Source: an optimization exercise on an open RTL-to-GDS flow (aim: small area). Production flows keep margins and buffers that such runs may drop.
Only simulation tests tie the RTL to the original design; equivalence was not proved.
Power figures rest on the tool's default switching activity, not on a simulated workload. The clock port is modelled as an ideal driver; clocking choices that lean on that would not hold on a real chip.

## rev 12
==> flow/design.v <==
package axil_mem_pkg;
    typedef enum logic [1:0] {
        RESP_OKAY   = 2'b00,
        RESP_SLVERR = 2'b10,
        RESP_DECERR = 2'b11
    } resp_t;
    localparam logic [7:0] ERR_CNT_MAX = 8'hFF;
    function automatic logic [7:0] err_sat_add(input logic [7:0] cnt, input logic [1:0] inc);
        logic [8:0] sum;
        sum = {1'b0, cnt} + {7'b0, inc};
        err_sat_add = sum[8] ? ERR_CNT_MAX : sum[7:0];
    endfunction
endpackage
module axil_mem_core
#(
    parameter int DATA_WIDTH   = 32,
    parameter int DATA_DEPTH   = 64,
    parameter int ADDR_WIDTH   = 8,
    parameter int RO_LIMIT     = 10,
    parameter int READ_LATENCY = 2
) (
    input  logic                    clk,
    input  logic                    resetn,
    input  logic                    WEN,
    input  logic [ADDR_WIDTH-1:0]   AWADDR,
    input  logic [DATA_WIDTH/8-1:0] WSTRB,
    input  logic [DATA_WIDTH-1:0]   WDATA,
    output logic [1:0]              WRESP,
    output logic                    WDONE,
    input  logic                    REN,
    input  logic [ADDR_WIDTH-1:0]   ARADDR,
    output logic [DATA_WIDTH-1:0]   RDATA,
    output logic [1:0]              RRESP,
    output logic                    RDONE,
    output logic [7:0]              ERR_CNT
);
    localparam int NBYTES = DATA_WIDTH / 8;
    localparam int IDX_W  = (DATA_DEPTH > 1) ? $clog2(DATA_DEPTH) : 1;
    logic [DATA_WIDTH-1:0] mem [RO_LIMIT:DATA_DEPTH-1];
    logic w_dec, w_slv;
    assign w_dec = 32'(AWADDR) >= 32'(DATA_DEPTH);
    assign w_slv = 32'(AWADDR) <  32'(RO_LIMIT);
    genvar gi;
    generate
        for (gi = RO_LIMIT; gi < DATA_DEPTH; gi++) begin : g_word
            for (genvar gb = 0; gb < NBYTES; gb++) begin : g_byte
                always_ff @(posedge clk) begin
                    if (WEN && (32'(AWADDR) == gi) && WSTRB[gb]) begin
                        mem[gi][gb*8 +: 8] <= WDATA[gb*8 +: 8];
                    end
                end
            end
        end
    endgenerate
    localparam int NWR  = DATA_DEPTH - RO_LIMIT;
    localparam int NGRP = (NWR + 2) / 3;
    logic [3*NGRP-1:0]     rsel;
    logic [DATA_WIDTH-1:0] ro_dat;
    logic                  rd_dec;
    logic [IDX_W-1:0]      ra_idx;
    assign ra_idx = ARADDR[IDX_W-1:0];
    always_comb begin
        rsel   = '0;
        ro_dat = '0;
        for (int i = RO_LIMIT; i < DATA_DEPTH; i++) begin
            rsel[i-RO_LIMIT] = (32'(ra_idx) == i);
        end
        for (int i = 0; i < RO_LIMIT; i++) begin
            if (32'(ra_idx) == i) ro_dat = DATA_WIDTH'(RO_LIMIT - i);
        end
        rd_dec = 32'(ARADDR) >= 32'(DATA_DEPTH);
    end
    logic [DATA_WIDTH-1:0] rd_dat_n;
    generate
        for (genvar gb = 0; gb < DATA_WIDTH; gb++) begin : g_rbit
            logic [NGRP-1:0]  grp_n;
            logic [3*NGRP-1:0] wd;
            for (genvar gw = 0; gw < 3*NGRP; gw++) begin : g_wd
                if (gw < NWR) begin : g_real
                    assign wd[gw] = mem[gw+RO_LIMIT][gb];
                end else begin : g_pad
                    assign wd[gw] = 1'b0;
                end
            end
            for (genvar gg = 0; gg < NGRP; gg++) begin : g_grp
                axil_mem_aoi3 u_aoi (
                    .a (wd[3*gg +: 3]),
                    .s (rsel[3*gg +: 3]),
                    .y (grp_n[gg])
                );
            end
            if (gb < $clog2(RO_LIMIT + 1)) begin : g_ro
                axil_mem_andn #(.N(NGRP + 1)) u_or (
                    .a  ({~ro_dat[gb], grp_n}),
                    .y  (rd_dat_n[gb])
                );
            end else begin : g_rw
                axil_mem_andn #(.N(NGRP)) u_or (
                    .a  (grp_n),
                    .y  (rd_dat_n[gb])
                );
            end
        end
    endgenerate
    logic                  vld0, vld1;
    logic [DATA_WIDTH-1:0] dat0_n, dat1_n;
    logic                  dec0, dec1;
    always_ff @(posedge clk) begin
        dat0_n <= rd_dat_n;
        dec0   <= rd_dec;
    end
    always_ff @(posedge clk) begin
        if (vld0) dat1_n <= dat0_n;
    end
    always_ff @(posedge clk or negedge resetn) begin
        if (!resetn) begin
            vld0 <= 1'b0;
            vld1 <= 1'b0;
            dec1 <= 1'b1;
        end else begin
            vld0 <= REN;
            vld1 <= vld0;
            if (vld0) begin
                dec1 <= dec0;
            end
        end
    end
    assign RDONE = vld1;
    assign RRESP = {dec1, dec1};
    assign RDATA = ~(dat1_n | {DATA_WIDTH{dec1}});
    always_ff @(posedge clk or negedge resetn) begin
        if (!resetn) begin
            WDONE <= 1'b0;
            WRESP <= axil_mem_pkg::RESP_DECERR;
        end else begin
            WDONE <= WEN;
            if (WEN) begin
                WRESP <= {w_dec | w_slv, w_dec};
            end
        end
    end
    logic [1:0] err_inc;
    assign err_inc = {1'b0, WDONE & WRESP[1]} + {1'b0, RDONE & dec1};
    always_ff @(posedge clk or negedge resetn) begin
        if (!resetn) begin
            ERR_CNT <= '0;
        end else begin
            ERR_CNT <= axil_mem_pkg::err_sat_add(ERR_CNT, err_inc);
        end
    end
endmodule
module axil_mem_aoi3 (
    input  logic [2:0] a,
    input  logic [2:0] s,
    output logic       y
);
    assign y = ~|(a & s);
endmodule
module axil_mem_andn #(
    parameter int N = 18
) (
    input  logic [N-1:0] a,
    output logic         y
);
    logic [3:0] h;
    logic       z;
    for (genvar k = 0; k < 4; k++) begin : g_nand
        axil_mem_nand4 u_nand (.a(a[4*k +: 4]), .y(h[k]));
    end
    if (N <= 18) begin : g_n2
        logic [1:0] zz;
        axil_mem_nor2 u_nor0 (.a(h[1:0]), .y(zz[0]));
        axil_mem_nor2 u_nor1 (.a(h[3:2]), .y(zz[1]));
        axil_mem_andw #(.W(N - 14)) u_and (.a({a[N-1:16], zz}), .y(y));
    end else begin : g_n4
        axil_mem_nor4 u_nor (.a(h), .y(z));
        axil_mem_andw #(.W(N - 15)) u_and (.a({a[N-1:16], z}), .y(y));
    end
endmodule
module axil_mem_nand4 (
    input  logic [3:0] a,
    output logic       y
);
    assign y = ~&a;
endmodule
module axil_mem_nor2 (
    input  logic [1:0] a,
    output logic       y
);
    assign y = ~|a;
endmodule
module axil_mem_nor4 (
    input  logic [3:0] a,
    output logic       y
);
    assign y = ~|a;
endmodule
module axil_mem_andw #(
    parameter int W = 3
) (
    input  logic [W-1:0] a,
    output logic         y
);
    assign y = &a;
endmodule
==> flow/config.mk <==
export PLATFORM = sky130hd
export DESIGN_NAME = axil_mem_core
export DESIGN_NICKNAME = axil_mem_core
export VERILOG_FILES = /design/flow/design.v
export SDC_FILE = /design/flow/constraint.sdc
export NUM_CORES = 4
export LEC_CHECK = 0
export CAP_MARGIN = 0
export CORE_MARGIN = 2
export CORE_UTILIZATION = 60
export CTS_BUF_LIST = sky130_fd_sc_hd__clkbuf_16
export CTS_CLUSTER_DIAMETER = 100
export CTS_CLUSTER_SIZE = 33
export PLACE_DENSITY = 0.75
export SLEW_MARGIN = 0
export SYNTH_HIERARCHICAL = 1
export SYNTH_MINIMUM_KEEP_SIZE = 0
==> flow/constraint.sdc <==
create_clock -name core_clock -period 5.0 [get_ports {clk}]
set_input_delay 1.0000 -clock core_clock [delete_from_list [all_inputs] [get_ports {clk}]]
set_output_delay 1.0000 -clock core_clock [all_outputs]
set_load 0.01 [all_outputs]
standard.sh (not shown) runs the stock make flow with config.mk's settings and CLKGATE_MAP_FILE= SYNTH_SCRIPT=/design/flow/synth_recipe.tcl, a recipe that flattens the netlist after the stock synthesis.
==> flow/flow/run.sh <==
#!/bin/bash
set -e
export BUFFER_PORTS_ARGS="-buffer_cell sky130_fd_sc_hd__buf_1"
export CTS_ARGS="-sink_clustering_enable -repair_clock_nets -dont_use_dummy_load -buf_list sky130_fd_sc_hd__clkbuf_16 -sink_clustering_size 33 -sink_clustering_max_diameter 100"
bash standard.sh finish > standard.log 2>&1
Rev 12 ended with every stage complete and zero timing, DRC or antenna violations.
--- input diff rev 12..rev 13 ---
- swapping 60 for 55 in CORE_UTILIZATION
- swapping 0.75 for 0.7 in PLACE_DENSITY
- swapping 33 for 30 in CTS_CLUSTER_SIZE
==> flow/flow/run.sh <==
#!/bin/bash
set -e
export BUFFER_PORTS_ARGS="-buffer_cell sky130_fd_sc_hd__buf_1"
export CTS_ARGS="-sink_clustering_enable -repair_clock_nets -dont_use_dummy_load -buf_list sky130_fd_sc_hd__clkbuf_16 -sink_clustering_size 30 -sink_clustering_max_diameter 100"
bash standard.sh finish > standard.log 2>&1
- In rev 13, the count of H-tree levels built during CTS came out 1 above the value in rev 12.
- After detailed routing, rev 12 needs less wire than rev 13.
- Taking rev 12 as the reference, in rev 13 width of the die higher; cell count higher; die outline area higher; total power higher; clock network latency to the later pin of the worst-skew pair lower.
- Slowest stage cell on the critical path: dfstp_2 -> rev 12, nor2_2 -> rev 13
- Taking rev 12 as 1.0, rev 13 lands at 1.05 on total number of placement rows.
- in2reg as the critical path class was reported by rev 13, and reg2out by rev 12.
- Achievable frequency was higher in the run labelled rev 12.
- Sort rev 13 and rev 12 by growth of design area from synthesis to finish, descending, and rev 13 comes first.
- Measured against each other, rev 13 and rev 12 differ in final instance area, the lower figure coming from rev 12.

-- port drivers added, routing unchanged --
No port has a modelled driver above. Below, the same layouts with a new extraction and two added sets of constraints.
Step 1 assumes that a clkbuf_16 drives the clock port and a buf_2 every other input.
Step 2 also shifts input and output timing later by t, the mid clock arrival at the registers, as if the neighbouring blocks saw the same clock.
Three values: ideal ports, drivers, drivers and shift; two values: the first two.
run | t, ns | setup WS [ns] | worst slew at a driven data input, ns | pins driven straight from the clock port
rev 12 | 0.795 | 1.554 / 1.478 / 0.920 | 0.17 | 1
rev 13 | 0.728 | 1.363 / 1.343 / 0.616 | 0.13 | 1
After both steps setup and hold are still met in every run listed. The setup slack of rev 13, which loses most, moves by -0.020 ns with the drivers and by -0.747 ns with both steps.
